Context: an optimization exercise on an open-source flow, tuned for small area, a short achievable clock period and few clock cycles per item. The choices shown serve that exercise and are no tape-out recipe.
In this exercise RTL edits were held to simulation tests only and were not proved equivalent to the original.
Power and IR drop assume default switching activity.

// max_pool_stream
module max_pool_stream (
  input  wire logic                           clk,
  input  wire logic                           rst_n,
  input  wire logic                           in_tvalid,
  output logic                                in_tready,
  input  wire logic [mps_pkg::IN_DATA_W-1:0]  in_tdata,
  output logic                                out_tvalid,
  input  wire logic                           out_tready,
  output logic [mps_pkg::OUT_DATA_W-1:0]      out_tdata,
  output logic                                out_tlast,
  input  wire logic                           cfg_wr_en,
  input  wire logic [mps_pkg::CFG_IDX_W-1:0]  cfg_index,
  input  wire logic [mps_pkg::CFG_DATA_W-1:0] cfg_wr_data
);
  function automatic logic gt15(input logic [14:0] a, input logic [14:0] b);
    logic [15:0] g, e;
    g = {1'b0, a & ~b};
    e = {1'b1, ~(a ^ b)};
    for (int i = 1; i < 16; i += 2) begin
      g[i] = g[i] | (e[i] & g[i-1]);
      e[i] = e[i] & e[i-1];
    end
    for (int i = 3; i < 16; i += 4) begin
      g[i] = g[i] | (e[i] & g[i-2]);
      e[i] = e[i] & e[i-2];
    end
    for (int i = 7; i < 16; i += 8) begin
      g[i] = g[i] | (e[i] & g[i-4]);
      e[i] = e[i] & e[i-4];
    end
    gt15 = g[15] | (e[15] & g[7]);
  endfunction
  logic [2:0] pm1;
  logic [7:0] wm1, hm1;
  logic [9:0] cm1;
  logic [8:0] wfull;      
  logic       restart;    
  always_ff @(posedge clk) begin
    if (!rst_n) begin
      pm1 <= 3'd1;
      wm1 <= 8'd27;
      hm1 <= 8'd27;
      cm1 <= 10'd0;
      wfull <= 9'd28;
    end else if (cfg_wr_en) begin
      case (cfg_index)
        2'd0: pm1 <= (cfg_wr_data[3:0] == 4'd0) ? 3'd0 :
                     (cfg_wr_data[3] ? 3'd7 : cfg_wr_data[2:0] - 3'd1);
        2'd1: begin
          wm1   <= (cfg_wr_data[8:0] == 9'd0) ? 8'd0 :
                   (cfg_wr_data[8] ? 8'd255 : cfg_wr_data[7:0] - 8'd1);
  ...
Size: about 3400 cells after synthesis, roughly 2200 flip-flops, about 72000 um^2 of cells after synthesis.
clock: 5.5 ns
lec_check: 0
cap_margin: 20
core_aspect_ratio: 0.5
core_margin: 2
core_utilization: 65
cts_cluster_diameter: 100
cts_cluster_size: 24
place_density: 0.75
setup_slack_margin: 3.2
slew_margin: 20
run.sh (not shown) runs the stock make flow with config.mk's settings and CLKGATE_MAP_FILE= SYNTH_SCRIPT=/design/flow/synth_recipe.tcl, a recipe that flattens the netlist after the stock synthesis.
The baseline passed the timing, design-rule and antenna checks.
Testbench counts at the start, summed over its fixed seeds: cycles 177,457, samples 176,956.
Change:
--- a/flow/design.v
+++ b/flow/design.v
@@ -100,23 +100,19 @@
     div_fin = div_busy && div_cnt == 4'd0;
     if (div_go) div_busy_n = 1'b1;
     else if (div_fin) div_busy_n = 1'b0;
     else div_busy_n = div_busy;
   end
   always_ff @(posedge clk) begin
     div_busy <= div_busy_n;
     if (div_go) begin
-      div_r <= '0;
-      case (pm1)
-        3'd1:    begin div_q <= {1'b0, wfull[8:1]};   div_cnt <= 4'd0; end
-        3'd3:    begin div_q <= {2'b0, wfull[8:2]};   div_cnt <= 4'd0; end
-        3'd7:    begin div_q <= {3'b0, wfull[8:3]};   div_cnt <= 4'd0; end
-        default: begin div_q <= wfull;                div_cnt <= 4'd9; end
-      endcase
+      div_r   <= '0;
+      div_q   <= wfull;
+      div_cnt <= 4'd9;
     end else if (div_busy && div_cnt != 4'd0) begin
       div_r   <= div_ge ? 4'(div_t + ~{2'd0, pm1}) : div_t[3:0];
       div_q   <= {div_q[7:0], div_ge};
       div_cnt <= div_cnt - 4'd1;
     end
     if (div_fin) begin
       one_win <= nwin <= 8'd1;
       two_win <= nwin == 8'd2;
=> Clock-buffer cell count came out lower by 8. Core utilization goes down by 0.34 points. Die area is about the same. Routed wire length went down by a few percent. Register-to-register slack gains 0.08 ns. Cell count drops slightly. Via count drops by a few percent. Combinational power went down by well over a third. Sequential share of layout area went up by 0.42 points. Critical path depth stays the same. Setup slack gets better by 0.080 ns. Synthesized area is about the same. Total power fell by a few percent.
Testbench counts after the change, summed over its fixed seeds: cycles 177,681, samples 176,956.

[static timing again, ports no longer ideal]
In the flow no input, the clock included, has a driving cell. The finished layouts below were timed again as built, in two steps. Step 1 sets driving cells, clkbuf_16 on the clock port and buf_2 on the other inputs (assumed; they add their load-dependent delay and slew). Step 2 times the ports against the registers' clock, not the clock port: input delays grow and output delays shrink by t, the midpoint of the rising clock arrivals with the driver on. a / b / c = ideal ports / drivers / drivers and shift; a / b = the first two.
run | t (ns) | slack for setup (ns) | worst slew at a driven data input, ns
the first run | 0.808 | 3.066 / 3.064 / 2.309 | 0.07
the second run | 0.786 | 3.146 / 3.102 / 2.371 | 0.11
After both steps setup and hold are still met in every run listed. The setup slack of the second run, which loses most, moves by -0.044 ns with the drivers and by -0.775 ns with both steps.
